Background: an optimization exercise with open tools, aiming at small area, a short achievable clock period and few clock cycles. Do not read the settings as production practice. In this exercise RTL edits were held to simulation tests only and were not proved equivalent to the original.

### flow/run.sh
#!/bin/bash
# synth_recipe.tcl (not shown) runs the flow's synth.tcl, then flattens the netlist and writes it again
# the make line also repeats each setting of config.mk as NAME=value (left out here)
make -C /OpenROAD-flow-scripts/flow DESIGN_CONFIG=/design/flow/config.mk WORK_HOME=/design/flow/orfs CLKGATE_MAP_FILE= SYNTH_SCRIPT=/design/flow/synth_recipe.tcl finish
### flow/config.mk
export PLATFORM = sky130hd
export DESIGN_NAME = hdlc_rx_deframer
export DESIGN_NICKNAME = hdlc_rx_deframer
export VERILOG_FILES = /design/flow/design.v
export SDC_FILE = /design/flow/constraint.sdc
export NUM_CORES = 4
export LEC_CHECK = 0
export CAP_MARGIN = 20
export CORE_MARGIN = 2
export CORE_UTILIZATION = 40
export SLEW_MARGIN = 20
### flow/constraint.sdc
create_clock -name core_clock -period 23.0 [get_ports {clock}]
set_input_delay 4.6000 -clock core_clock [delete_from_list [all_inputs] [get_ports {clock}]]
set_output_delay 4.6000 -clock core_clock [all_outputs]
set_load 0.01 [all_outputs]
### flow/design.v
package hdlcrx_pkg;
   localparam int LEN_W = 13;
   localparam int CNT_W = 32;
   localparam int CSR_IDX_W = 1;
   localparam logic [CSR_IDX_W-1:0] CSR_SEVEN_BIT_MODE = 1'b0;
   localparam logic [CSR_IDX_W-1:0] CSR_MAX_FRAME_LEN  = 1'b1;
   localparam logic [15:0] FCS_POLY = 16'h8408;
   localparam logic [15:0] FCS_INIT = 16'hFFFF;
   localparam logic [15:0] FCS_GOOD = 16'hF0B8;
   localparam logic [LEN_W-1:0] MIN_FRAME_LEN = 13'd3;
   typedef enum logic [2:0] {
      PH_HUNT  = 3'b001,
      PH_OPEN  = 3'b010,
      PH_FRAME = 3'b100
   } phase_type;
   typedef enum logic [2:0] {
      ST_GOOD     = 3'd0,
      ST_CRC_ERR  = 3'd1,
      ST_SHORT    = 3'd2,
      ST_OVERFLOW = 3'd3,
      ST_ABORT    = 3'd4
   } status_type;
   typedef enum logic {
      KIND_BYTE = 1'b0,
      KIND_END  = 1'b1
   } kind_type;
   typedef struct packed {
      phase_type        phase;
      logic [2:0]       ones;
      logic [2:0]       pos;
      logic [7:0]       shift;
      logic [LEN_W-1:0] fbytes;
   } walk_type;
   typedef struct packed {
      logic             byte_v;
      logic [7:0]       byte_val;
      logic             end_v;
      status_type       end_st;
      logic             crc_chk;
      logic [LEN_W-1:0] end_len;
      logic             clr;
   } ev_type;
   typedef struct packed {
      walk_type w;
      ev_type   e;
   } step_type;
   typedef struct packed {
      kind_type         kind;
      logic [7:0]       data_byte;
      status_type       frame_status;
      logic [LEN_W-1:0] frame_length;
      logic [CNT_W-1:0] good_frames;
      logic [CNT_W-1:0] error_frames;
      logic             last_of_input;
   } result_type;
   typedef struct packed {
      logic [1:0] cnt;
      result_type r0;
      result_type r1;
   } pair_type;
   function automatic logic [15:0] fcs_update(input logic [15:0] fcs, input logic [7:0] b);
      logic [15:0] c;
      c = fcs ^ {8'h00, b};
      for (int k = 0; k < 8; k++) begin
         c = c[0] ? ((c >> 1) ^ FCS_POLY) : (c >> 1);
      end
      fcs_update = c;
   endfunction
   function automatic step_type clear_frame(input step_type s);
      step_type r;
      r = s;
      r.w.pos = 3'd0;
      r.w.shift = 8'd0;
      r.w.fbytes = '0;
      r.e.clr = 1'b1;
      clear_frame = r;
   endfunction
   function automatic step_type walk_bit(input step_type cur, input logic b,
                                         input logic [LEN_W-1:0] lim);
      step_type   nx;
      logic       data_v;
      logic [2:0] ones_n;
      logic [7:0] shift_n;
      nx = cur;
      data_v = 1'b0;
      if (b) begin
         ones_n = (cur.w.ones == 3'd7) ? 3'd7 : cur.w.ones + 3'd1;
         nx.w.ones = ones_n;
         if (ones_n == 3'd7) begin
            if (cur.w.phase != PH_HUNT) begin
               if (cur.w.phase == PH_FRAME) begin
                  nx.e.end_v = 1'b1;
                  nx.e.end_st = ST_ABORT;
                  nx.e.crc_chk = 1'b0;
                  nx.e.end_len = cur.w.fbytes;
               end
               nx.w.phase = PH_HUNT;
               nx = clear_frame(nx);
            end
         end else if (cur.w.phase != PH_HUNT) begin
            data_v = 1'b1;
         end
      end else begin
         nx.w.ones = 3'd0;
         if (cur.w.ones == 3'd6) begin
            if (cur.w.phase == PH_FRAME) begin
               nx.e.end_v = 1'b1;
               nx.e.end_len = cur.w.fbytes;
               if (cur.w.fbytes < MIN_FRAME_LEN) begin
                  nx.e.end_st = ST_SHORT;
                  nx.e.crc_chk = 1'b0;
               end else begin
                  nx.e.end_st = ST_GOOD;
                  nx.e.crc_chk = 1'b1;
               end
            end
            nx.w.phase = PH_OPEN;
            nx = clear_frame(nx);
         end else if (cur.w.ones != 3'd5 && cur.w.phase != PH_HUNT) begin
            data_v = 1'b1;
         end
      end
      if (data_v) begin
         shift_n = cur.w.shift | (8'(b) << cur.w.pos);
         if (cur.w.pos == 3'd7) begin
            if (cur.w.fbytes >= lim) begin
               nx.e.end_v = 1'b1;
               nx.e.end_st = ST_OVERFLOW;
               nx.e.crc_chk = 1'b0;
               nx.e.end_len = lim + 13'd1;
               nx.w.phase = PH_HUNT;
               nx = clear_frame(nx);
            end else begin
               nx.e.byte_v = 1'b1;
               nx.e.byte_val = shift_n;
               nx.w.fbytes = cur.w.fbytes + 13'd1;
               nx.w.phase = PH_FRAME;
               nx.w.pos = 3'd0;
               nx.w.shift = 8'd0;
            end
         end else begin
            nx.w.pos = cur.w.pos + 3'd1;
            nx.w.shift = shift_n;
         end
      end
      walk_bit = nx;
   endfunction
endpackage
module hdlcrx_walk_step (
   input  logic [2:0]                    phase_i,
   input  logic [2:0]                    ones_i,
   input  logic [2:0]                    pos_i,
   input  logic [7:0]                    shift_i,
   input  logic [hdlcrx_pkg::LEN_W-1:0]  fbytes_i,
   input  logic                          byte_v_i,
   input  logic [7:0]                    byte_val_i,
   input  logic                          end_v_i,
   input  logic [2:0]                    end_st_i,
   input  logic                          crc_chk_i,
   input  logic [hdlcrx_pkg::LEN_W-1:0]  end_len_i,
   input  logic                          clr_i,
   input  logic                          b,
   input  logic [hdlcrx_pkg::LEN_W-1:0]  lim,
   output logic [2:0]                    phase_o,
   output logic [2:0]                    ones_o,
   output logic [2:0]                    pos_o,
   output logic [7:0]                    shift_o,
   output logic [hdlcrx_pkg::LEN_W-1:0]  fbytes_o,
   output logic                          byte_v_o,
   output logic [7:0]                    byte_val_o,
   output logic                          end_v_o,
   output logic [2:0]                    end_st_o,
   output logic                          crc_chk_o,
   output logic [hdlcrx_pkg::LEN_W-1:0]  end_len_o,
   output logic                          clr_o
);
   logic       data_v;
   logic [2:0] ones_n;
   logic [7:0] shift_n;
   logic       clear;
   always_comb begin
      phase_o = phase_i;
      ones_o = ones_i;
      pos_o = pos_i;
      shift_o = shift_i;
      fbytes_o = fbytes_i;
      byte_v_o = byte_v_i;
      byte_val_o = byte_val_i;
      end_v_o = end_v_i;
      end_st_o = end_st_i;
      crc_chk_o = crc_chk_i;
      end_len_o = end_len_i;
      data_v = 1'b0;
      clear = 1'b0;
      ones_n = 3'd0;
      shift_n = 8'd0;
      if (b) begin
         ones_n = (ones_i == 3'd7) ? 3'd7 : ones_i + 3'd1;
         ones_o = ones_n;
         if (ones_n == 3'd7) begin
            if (phase_i != hdlcrx_pkg::PH_HUNT) begin
               if (phase_i == hdlcrx_pkg::PH_FRAME) begin
                  end_v_o = 1'b1;
                  end_st_o = hdlcrx_pkg::ST_ABORT;
                  crc_chk_o = 1'b0;
                  end_len_o = fbytes_i;
               end
               phase_o = hdlcrx_pkg::PH_HUNT;
               clear = 1'b1;
            end
         end else if (phase_i != hdlcrx_pkg::PH_HUNT) begin
            data_v = 1'b1;
         end
      end else begin
         ones_o = 3'd0;
         if (ones_i == 3'd6) begin
            if (phase_i == hdlcrx_pkg::PH_FRAME) begin
               end_v_o = 1'b1;
               end_len_o = fbytes_i;
               if (fbytes_i < hdlcrx_pkg::MIN_FRAME_LEN) begin
                  end_st_o = hdlcrx_pkg::ST_SHORT;
                  crc_chk_o = 1'b0;
               end else begin
                  end_st_o = hdlcrx_pkg::ST_GOOD;
                  crc_chk_o = 1'b1;
               end
            end
            phase_o = hdlcrx_pkg::PH_OPEN;
            clear = 1'b1;
         end else if (ones_i != 3'd5 && phase_i != hdlcrx_pkg::PH_HUNT) begin
            data_v = 1'b1;
         end
      end
      if (data_v) begin
         shift_n = shift_i | (8'(b) << pos_i);
         if (pos_i == 3'd7) begin
            if (fbytes_i >= lim) begin
               end_v_o = 1'b1;
               end_st_o = hdlcrx_pkg::ST_OVERFLOW;
               crc_chk_o = 1'b0;
               end_len_o = lim + 13'd1;
               phase_o = hdlcrx_pkg::PH_HUNT;
               clear = 1'b1;
            end else begin
               byte_v_o = 1'b1;
               byte_val_o = shift_n;
               fbytes_o = fbytes_i + 13'd1;
               phase_o = hdlcrx_pkg::PH_FRAME;
               pos_o = 3'd0;
               shift_o = 8'd0;
            end
         end else begin
            pos_o = pos_i + 3'd1;
            shift_o = shift_n;
         end
      end
      clr_o = clr_i;
      if (clear) begin
         pos_o = 3'd0;
         shift_o = 8'd0;
         fbytes_o = '0;
         clr_o = 1'b1;
      end
   end
endmodule
module hdlcrx_bit_walker (
   input  logic                          clock,
   input  logic                          reset,
   input  logic                          in_valid,
   input  logic [7:0]                    in_byte,
   output logic                          in_ready,
   input  logic                          seven_bit_mode,
   input  logic [hdlcrx_pkg::LEN_W-1:0]  frame_limit,
   input  logic                          chk_go,
   output logic                          ev_valid,
   output hdlcrx_pkg::ev_type            ev
);
   logic                   raw_v_ff;
   logic [7:0]             raw_ff;
   logic                   ev_v_ff;
   hdlcrx_pkg::ev_type     ev_ff;
   hdlcrx_pkg::walk_type   walk_ff;
   logic [8:0][2:0]                   s_phase;
   logic [8:0][2:0]                   s_ones;
   logic [8:0][2:0]                   s_pos;
   logic [8:0][7:0]                   s_shift;
   logic [8:0][hdlcrx_pkg::LEN_W-1:0] s_fbytes;
   logic [8:0]                        s_byte_v;
   logic [8:0][7:0]                   s_byte_val;
   logic [8:0]                        s_end_v;
   logic [8:0][2:0]                   s_end_st;
   logic [8:0]                        s_crc_chk;
   logic [8:0][hdlcrx_pkg::LEN_W-1:0] s_end_len;
   logic [8:0]                        s_clr;
   logic [2:0]                        x_phase;
   logic [2:0]                        x_ones;
   logic [2:0]                        x_pos;
   logic [7:0]                        x_shift;
   logic [hdlcrx_pkg::LEN_W-1:0]      x_fbytes;
   logic                              x_byte_v;
   logic [7:0]                        x_byte_val;
   logic                              x_end_v;
   logic [2:0]                        x_end_st;
   logic                              x_crc_chk;
   logic [hdlcrx_pkg::LEN_W-1:0]      x_end_len;
   logic                              x_clr;
   hdlcrx_pkg::walk_type              walk_nx;
   hdlcrx_pkg::ev_type                ev_nx;
   logic                   walk_go;
   logic                   ev_free;
   assign ev_free  = !ev_v_ff || chk_go;
   assign walk_go  = raw_v_ff && ev_free;
   assign in_ready = !raw_v_ff || walk_go;
   assign ev_valid = ev_v_ff;
   assign ev       = ev_ff;
   assign s_phase[0]    = walk_ff.phase;
   assign s_ones[0]     = walk_ff.ones;
   assign s_pos[0]      = walk_ff.pos;
   assign s_shift[0]    = walk_ff.shift;
   assign s_fbytes[0]   = walk_ff.fbytes;
   assign s_byte_v[0]   = 1'b0;
   assign s_byte_val[0] = 8'd0;
   assign s_end_v[0]    = 1'b0;
   assign s_end_st[0]   = 3'd0;
   assign s_crc_chk[0]  = 1'b0;
   assign s_end_len[0]  = '0;
   assign s_clr[0]      = 1'b0;
   for (genvar i = 0; i < 8; i++) begin : g_bit
      if (i < 7) begin : g_step
         hdlcrx_walk_step u_step (
            .phase_i (s_phase[i]), .ones_i (s_ones[i]), .pos_i (s_pos[i]),
            .shift_i (s_shift[i]), .fbytes_i (s_fbytes[i]), .byte_v_i (s_byte_v[i]),
            .byte_val_i (s_byte_val[i]), .end_v_i (s_end_v[i]), .end_st_i (s_end_st[i]),
            .crc_chk_i (s_crc_chk[i]), .end_len_i (s_end_len[i]), .clr_i (s_clr[i]),
            .b (raw_ff[i]), .lim (frame_limit),
            .phase_o (s_phase[i+1]), .ones_o (s_ones[i+1]), .pos_o (s_pos[i+1]),
            .shift_o (s_shift[i+1]), .fbytes_o (s_fbytes[i+1]), .byte_v_o (s_byte_v[i+1]),
            .byte_val_o (s_byte_val[i+1]), .end_v_o (s_end_v[i+1]), .end_st_o (s_end_st[i+1]),
            .crc_chk_o (s_crc_chk[i+1]), .end_len_o (s_end_len[i+1]), .clr_o (s_clr[i+1])
         );
      end else begin : g_last
         hdlcrx_walk_step u_step (
            .phase_i (s_phase[i]), .ones_i (s_ones[i]), .pos_i (s_pos[i]),
            .shift_i (s_shift[i]), .fbytes_i (s_fbytes[i]), .byte_v_i (s_byte_v[i]),
            .byte_val_i (s_byte_val[i]), .end_v_i (s_end_v[i]), .end_st_i (s_end_st[i]),
            .crc_chk_i (s_crc_chk[i]), .end_len_i (s_end_len[i]), .clr_i (s_clr[i]),
            .b (raw_ff[i]), .lim (frame_limit),
            .phase_o (x_phase), .ones_o (x_ones), .pos_o (x_pos),
            .shift_o (x_shift), .fbytes_o (x_fbytes), .byte_v_o (x_byte_v),
            .byte_val_o (x_byte_val), .end_v_o (x_end_v), .end_st_o (x_end_st),
            .crc_chk_o (x_crc_chk), .end_len_o (x_end_len), .clr_o (x_clr)
         );
         assign s_phase[8]    = seven_bit_mode ? s_phase[7]    : x_phase;
         assign s_ones[8]     = seven_bit_mode ? s_ones[7]     : x_ones;
         assign s_pos[8]      = seven_bit_mode ? s_pos[7]      : x_pos;
         assign s_shift[8]    = seven_bit_mode ? s_shift[7]    : x_shift;
         assign s_fbytes[8]   = seven_bit_mode ? s_fbytes[7]   : x_fbytes;
         assign s_byte_v[8]   = seven_bit_mode ? s_byte_v[7]   : x_byte_v;
         assign s_byte_val[8] = seven_bit_mode ? s_byte_val[7] : x_byte_val;
         assign s_end_v[8]    = seven_bit_mode ? s_end_v[7]    : x_end_v;
         assign s_end_st[8]   = seven_bit_mode ? s_end_st[7]   : x_end_st;
         assign s_crc_chk[8]  = seven_bit_mode ? s_crc_chk[7]  : x_crc_chk;
         assign s_end_len[8]  = seven_bit_mode ? s_end_len[7]  : x_end_len;
         assign s_clr[8]      = seven_bit_mode ? s_clr[7]      : x_clr;
      end
   end
   always_comb begin
      walk_nx.phase = hdlcrx_pkg::phase_type'(s_phase[8]);
      walk_nx.ones = s_ones[8];
      walk_nx.pos = s_pos[8];
      walk_nx.shift = s_shift[8];
      walk_nx.fbytes = s_fbytes[8];
      ev_nx.byte_v = s_byte_v[8];
      ev_nx.byte_val = s_byte_val[8];
      ev_nx.end_v = s_end_v[8];
      ev_nx.end_st = hdlcrx_pkg::status_type'(s_end_st[8]);
      ev_nx.crc_chk = s_crc_chk[8];
      ev_nx.end_len = s_end_len[8];
      ev_nx.clr = s_clr[8];
   end
   always_ff @(posedge clock) begin
      if (reset) begin
         raw_v_ff <= 1'b0;
         ev_v_ff <= 1'b0;
         walk_ff.phase <= hdlcrx_pkg::PH_HUNT;
         walk_ff.ones <= 3'd0;
         walk_ff.pos <= 3'd0;
         walk_ff.shift <= 8'd0;
         walk_ff.fbytes <= '0;
      end else begin
         if (in_valid && in_ready) begin
            raw_v_ff <= 1'b1;
         end else if (walk_go) begin
            raw_v_ff <= 1'b0;
         end
         if (walk_go) begin
            ev_v_ff <= 1'b1;
            walk_ff <= walk_nx;
         end else if (chk_go) begin
            ev_v_ff <= 1'b0;
         end
      end
   end
   always_ff @(posedge clock) begin
      if (in_valid && in_ready) begin
         raw_ff <= in_byte;
      end
      if (walk_go) begin
         ev_ff <= ev_nx;
      end
   end
endmodule
module hdlcrx_frame_check (
   input  logic                  clock,
   input  logic                  reset,
   input  logic                  ev_valid,
   input  hdlcrx_pkg::ev_type    ev,
   input  logic                  out_free,
   output logic                  chk_go,
   output hdlcrx_pkg::pair_type  pair
);
   logic [15:0]                         fcs_ff;
   logic [15:0]                         fcs_in;
   logic [15:0]                         fcs_b;
   logic [hdlcrx_pkg::CNT_W-1:0]        good_ff;
   logic [hdlcrx_pkg::CNT_W-1:0]        good_in;
   logic [hdlcrx_pkg::CNT_W-1:0]        err_ff;
   logic [hdlcrx_pkg::CNT_W-1:0]        err_in;
   hdlcrx_pkg::status_type              end_st;
   logic                                end_ok;
   hdlcrx_pkg::result_type              byte_res;
   hdlcrx_pkg::result_type              end_res;
   assign chk_go = ev_valid && out_free;
   always_comb begin
      fcs_b = ev.byte_v ? hdlcrx_pkg::fcs_update(fcs_ff, ev.byte_val) : fcs_ff;
      if (ev.crc_chk) begin
         end_st = (fcs_b == hdlcrx_pkg::FCS_GOOD) ? hdlcrx_pkg::ST_GOOD
                                                  : hdlcrx_pkg::ST_CRC_ERR;
      end else begin
         end_st = ev.end_st;
      end
      end_ok = ev.end_v && (end_st == hdlcrx_pkg::ST_GOOD);
      good_in = good_ff + 32'(end_ok);
      err_in = err_ff + 32'(ev.end_v && !end_ok);
      fcs_in = ev.clr ? hdlcrx_pkg::FCS_INIT : fcs_b;
      byte_res.kind = hdlcrx_pkg::KIND_BYTE;
      byte_res.data_byte = ev.byte_val;
      byte_res.frame_status = hdlcrx_pkg::ST_GOOD;
      byte_res.frame_length = '0;
      byte_res.good_frames = good_ff;
      byte_res.error_frames = err_ff;
      byte_res.last_of_input = !ev.end_v;
      end_res.kind = hdlcrx_pkg::KIND_END;
      end_res.data_byte = 8'd0;
      end_res.frame_status = end_st;
      end_res.frame_length = ev.end_len;
      end_res.good_frames = good_in;
      end_res.error_frames = err_in;
      end_res.last_of_input = 1'b1;
      pair.cnt = 2'(ev.byte_v) + 2'(ev.end_v);
      pair.r0 = ev.byte_v ? byte_res : end_res;
      pair.r1 = end_res;
   end
   always_ff @(posedge clock) begin
      if (reset) begin
         fcs_ff <= hdlcrx_pkg::FCS_INIT;
         good_ff <= '0;
         err_ff <= '0;
      end else if (chk_go) begin
         fcs_ff <= fcs_in;
         good_ff <= good_in;
         err_ff <= err_in;
      end
   end
endmodule
module hdlcrx_out_buf (
   input  logic                    clock,
   input  logic                    reset,
   input  logic                    load,
   input  hdlcrx_pkg::pair_type    pair,
   output logic                    out_free,
   output logic                    rsp_valid,
   input  logic                    rsp_ready,
   output hdlcrx_pkg::result_type  head
);
   logic [1:0]               n_ff;
   hdlcrx_pkg::result_type   slot0_ff;
   hdlcrx_pkg::result_type   slot1_ff;
   logic                     pop;
   assign rsp_valid = (n_ff != 2'd0);
   assign pop       = rsp_valid && rsp_ready;
   assign out_free  = (n_ff == 2'd0) || (n_ff == 2'd1 && pop);
   assign head      = slot0_ff;
   always_ff @(posedge clock) begin
      if (reset) begin
         n_ff <= 2'd0;
      end else if (load) begin
         n_ff <= pair.cnt;
      end else if (pop) begin
         n_ff <= n_ff - 2'd1;
      end
   end
   always_ff @(posedge clock) begin
      if (load) begin
         slot0_ff <= pair.r0;
         slot1_ff <= pair.r1;
      end else if (pop) begin
         slot0_ff <= slot1_ff;
      end
   end
endmodule
module hdlc_rx_deframer #(
   parameter int MAX_FRAME_BYTES = 4096
) (
   input  logic                                 clock,
   input  logic                                 reset,
   input  logic                                 in_valid,
   output logic                                 in_ready,
   input  logic [7:0]                           in_byte,
   output logic                                 rsp_valid,
   input  logic                                 rsp_ready,
   output logic                                 rsp_kind,
   output logic [7:0]                           rsp_data_byte,
   output logic [2:0]                           rsp_frame_status,
   output logic [12:0]                          rsp_frame_length,
   output logic [31:0]                          rsp_good_frames,
   output logic [31:0]                          rsp_error_frames,
   output logic                                 rsp_last_of_input,
   input  logic                                 csr_we,
   input  logic [hdlcrx_pkg::CSR_IDX_W-1:0]     csr_index,
   input  logic [hdlcrx_pkg::LEN_W-1:0]         csr_wdata
);
   localparam logic [hdlcrx_pkg::LEN_W-1:0] LIM_MAX =
      13'((MAX_FRAME_BYTES > 8191) ? 8191 : MAX_FRAME_BYTES);
   localparam logic [hdlcrx_pkg::LEN_W-1:0] LIM_RST =
      13'((MAX_FRAME_BYTES < 4096) ? MAX_FRAME_BYTES : 4096);
   logic                              seven_ff;
   logic [hdlcrx_pkg::LEN_W-1:0]      lim_ff;
   logic [hdlcrx_pkg::LEN_W-1:0]      lim_in;
   logic                              chk_go;
   logic                              ev_valid;
   hdlcrx_pkg::ev_type                ev;
   logic                              out_free;
   hdlcrx_pkg::pair_type              pair;
   hdlcrx_pkg::result_type            head;
   always_comb begin
      if (csr_wdata < hdlcrx_pkg::MIN_FRAME_LEN) begin
         lim_in = hdlcrx_pkg::MIN_FRAME_LEN;
      end else if (32'(csr_wdata) > MAX_FRAME_BYTES) begin
         lim_in = LIM_MAX;
      end else begin
         lim_in = csr_wdata;
      end
   end
   always_ff @(posedge clock) begin
      if (reset) begin
         seven_ff <= 1'b0;
         lim_ff <= LIM_RST;
      end else if (csr_we) begin
         unique case (csr_index)
            hdlcrx_pkg::CSR_SEVEN_BIT_MODE: seven_ff <= csr_wdata[0];
            hdlcrx_pkg::CSR_MAX_FRAME_LEN:  lim_ff <= lim_in;
            default: begin
            end
         endcase
      end
   end
   hdlcrx_bit_walker u_walker (
      .clock          (clock),
      .reset          (reset),
      .in_valid       (in_valid),
      .in_byte        (in_byte),
      .in_ready       (in_ready),
      .seven_bit_mode (seven_ff),
      .frame_limit    (lim_ff),
      .chk_go         (chk_go),
      .ev_valid       (ev_valid),
      .ev             (ev)
   );
   hdlcrx_frame_check u_check (
      .clock    (clock),
      .reset    (reset),
      .ev_valid (ev_valid),
      .ev       (ev),
      .out_free (out_free),
      .chk_go   (chk_go),
      .pair     (pair)
   );
   hdlcrx_out_buf u_out (
      .clock     (clock),
      .reset     (reset),
      .load      (chk_go),
      .pair      (pair),
      .out_free  (out_free),
      .rsp_valid (rsp_valid),
      .rsp_ready (rsp_ready),
      .head      (head)
   );
   assign rsp_kind = head.kind;
   assign rsp_data_byte = head.data_byte;
   assign rsp_frame_status = head.frame_status;
   assign rsp_frame_length = head.frame_length;
   assign rsp_good_frames = head.good_frames;
   assign rsp_error_frames = head.error_frames;
   assign rsp_last_of_input = head.last_of_input;
endmodule
==> impl_metrics.json <==
{
  "status": "timing/DRC/antenna clean",
  "place_congestion": 1.02,
  "initial_core_util": 0.404,
  "cts_root_buffer": "clkbuf_16",
  "ios": 119,
  "synth_area_per_cell_um2": 8.04,
  "finalMaxSlewViolations": 0,
  "diodes": 0,
  "die_h_um": 267,
  "final_layout_size_suffix_gt1_frac": 0.113,
  "vias_per_cell": 5.98,
  "period_needed_ns": 21.94,
  "cp_data_required_time_ns": 23.49,
  "cts.sinks": 334,
  "ff2ff_path_depth": 110,
  "grt_antenna_before_repair": 0,
  "powerDensity_nw_per_um2": 55.9,
  "min_period_over_period": 0.954,
  "slowest_stage": "or3b_2",
  "worst_slack_ns": 1.06,
  "rows": 96,
  "finalWirelength_um": 97800,
  "post-route-util": 0.474,
  "clock.fmax_ghz": 0.0456,
  "max-cap-violations": 0,
  "synth_nets": 3626,
  "dpl_worst_slack_ns": -0.311,
  "critPathArrivalTime_ns": 22.43,
  "fillCellCount": 6781,
  "htreeDepth": 2,
  "path_class": "reg -> reg",
  "drtIter0Drc": 2340,
  "critPathMaxFanout": 23,
  "p_leak_nw": 12.4,
  "numCtsBuffers": 41,
  "regToRegStartpoint": "lim_ff[2]",
  "synth_cells": 3439,
  "hold_path.class": "reg -> reg",
  "timing_worst_slew_pin_value_ns": 1.08,
  "yosysSeqAreaShare": 0.316,
  "cts_hold_buffers": 0,
  "ant_nets": 0,
  "setup_viol": 0,
  "grt_pass1_wl_um": 148000,
  "synth_top_cell_by_area": "edfxtp_1",
  "syn2layout_area_growth_pct": 17.3,
  "hold_depth": 0,
  "synthTopCellsByArea": "edfxtp_1, dfxtp_1, ha_1",
  "hpwl_um": 74500,
  "syn_area_um2": 27700,
  "cp_slowest_stage_delay_ns": 0.52,
  "die_w_um": 267,
  "synth.top_cell.area_share": 0.224,
  "ys_types": 111,
  "clk_latency_ns": 0.60,
  "skew_ns": 0.0482,
  "overflow": 0,
  "path_common_cell": "o21a_1",
  "num_vias": 26974,
  "tritoncts": "done",
  "min_from": "u_walker.ev_ff[6]",
  "grt_max_degree": 91,
  "cts_buffer_depth": 3,
  "grt_pass1_vias": 24851,
  "first_pass_iters": 6,
  "hold_end": "u_out.slot1_ff[70]",
  "r2r_end": "u_walker.walk_ff[12]",
  "dominantRegCellSynth": "edfxtp_1",
  "post-route-drc-count": 0,
  "io_buffer_count": 118,
  "synth_edf_count": 206,
  "layout.nets": 3786,
  "synthArstFlopShare": 0,
  "start_kind": "flip-flop",
  "cp-end-kind": "flip-flop",
  "ys_warn_count": 5,
  "path_clk_slew_ns": 0.06,
  "grtUsageTotal": 0.268,
  "core-area_um2": 68500,
  "ys_ff_latch": 334,
  "finalPower_w": 0.00181,
  "hold_violations": 0,
  "relSlewSlack": 0.275,
  "die_area_um2": 71200,
  "peakVddDrop_uv": 52.0,
  "wl_per_cell_um": 21.7,
  "timing.reg2reg.setup_slack_ns": 1.06
}
-- Yosys cell counts (all sizes together) (41+ instances only) --
cell,number
o21ai,288
nand2,419
or3,54
nor2b,41
inv,117
ha,160
nand2b,51
clkbuf,152
nor2,315
a211oi,41
xor2,73
and3,54
nor3,96
o21a,41
edfxtp,206
nand3,114
a21oi,238
xnor2,168
dfxtp,128
-- metal layers --
layer  part of all wire  global-route usage  vias up
met4              0.048               0.116        0
li1                   -                   -    12991
met3              0.075              0.0483      269
met2               0.43               0.409     1089
met5                  0                   0        -
met1               0.45               0.368    12625
-- layout make-up --
| cell class | instances | area, µm² | area share |
|---|---|---|---|
| multi-input cells | 2811 | 18300 | 0.564 |
| flip-flops and latches | 334 | 8750 | 0.270 |
| clock inverters | 15 | 139 | 0.00428 |
| well taps | 882 | 1100 | 0.0340 |
| inverters | 118 | 450 | 0.0139 |
| clock buffers | 61 | 1180 | 0.0364 |
| repair buffers | 293 | 2520 | 0.0778 |
-- critical path: cells and delay by family (launching register included) --
kind,cells,cell delay [ns]
compound gates,54,10.78
xor+xnor,3,0.35
fa+ha+maj,8,2.37
buf+inv,10,1.17
flops,1,0.42
mux,1,0.26
simple gates,34,6.48
-- layout by cell type, fill, tap and decap left out, types with 42 or more instances in the layout --
cell type / instances
nand3_1: 111
o21ai_0: 269
inv_1: 113
nand2_1: 415
and3_1: 53
buf_4: 171
clkbuf_16: 42
nor3_1: 87
nand2b_1: 47
clkdlybuf4s50_1: 117
edfxtp_1: 206
a21oi_1: 228
or3_1: 54
xnor2_1: 161
ha_1: 160
dfxtp_1: 125
nor2_1: 301
xor2_1: 69
-- through the flow --
stage | hold WS [ns] | cell area [µm²] | std cells | setup TNS [ns]
floorplan | 0.427 | 27700 | 3439 | 0
global placement | 0.428 | 30400 | 4417 | 0
detailed placement | 0.442 | 30400 | 4417 | -0.998
CTS | 0.455 | 31800 | 4493 | 0
global route | 0.463 | 32400 | 4514 | -0.0907
finish | 0.453 | 32400 | 4514 | 0
-- report_power, final --
group | total [W] | internal [W] | switching, W
registers | 0.000717 | 0.000696 | 0.0000209
clock network | 0.000632 | 0.000361 | 0.000270
logic | 0.000465 | 0.000169 | 0.000296
-- cells by family (layout without fill, tap and decap cells) --
family	count (synthesis)	in the layout	share of synthesized area
compound gates	995	995	0.233
xor+xnor	241	241	0.0766
fa+ha+maj	161	161	0.0728
buf+inv	294	487	0.0412
flops	334	334	0.316
mux	39	39	0.0150
simple gates	1375	1375	0.246
-- worst max path at each step --
stage	startpoint	depth (start not counted)	endpoint	slack, ns
floorplan	lim_ff[2]	109	u_walker.walk_ff[12]	0.37
global placement	u_walker.walk_ff[24]	100	u_walker.walk_ff[12]	0.06
detailed placement	u_walker.walk_ff[24]	105	u_walker.walk_ff[12]	-0.31
CTS	u_walker.walk_ff[24]	107	u_walker.walk_ff[12]	0.01
global route	lim_ff[2]	107	u_walker.walk_ff[12]	-0.09
finish	lim_ff[2]	110	u_walker.walk_ff[12]	1.06
-- registers in the layout (all words and copies together), names as in the netlist --
register,cells
lim_ff,13
u_walker.raw_ff,8
seven_ff,1
u_out.n_ff,2
u_walker.walk_ff,30
u_out.slot1_ff,80
u_walker.ev_v_ff,1
u_check.err_ff,32
u_walker.ev_ff,28
u_walker.raw_v_ff,1
u_check.fcs_ff,16
u_check.good_ff,32
u_out.slot0_ff,90
-- what timing repair did --
action	CTS	global route
setup buffers	0	21
pin swaps	0	26
gates resized for setup	9	114
endpoints found under the setup margin	15	52
Testbench counts, summed over its fixed seeds: cycles 24,339.

[port drivers added, routing unchanged]
How much do the figures lean on ideal ports? The routed layout below was timed once more, with nothing changed but the port constraints.
Step 1 (the two cells are an assumption about what drives the block):
set clk [get_ports {clock}]
set_driving_cell -lib_cell sky130_fd_sc_hd__clkbuf_16 $clk
set_driving_cell -lib_cell sky130_fd_sc_hd__buf_2 [delete_from_list [all_inputs] $clk]
Step 2 also shifts input and output timing later by t, the mid clock arrival at the registers, as if the neighbouring blocks saw the same clock.
a / b / c = no drivers / after step 1 / after step 2; a / b = the first two.
shift t [ns]: 0.641
setup WS [ns]: 1.058 / 1.058 / 1.058
latest minus earliest clock arrival (ns): 0.051 / 0.051
After both steps this run still meets setup and hold. For this run, drivers alone change the setup slack by 0.000 ns; drivers and shift together by 0.000 ns.
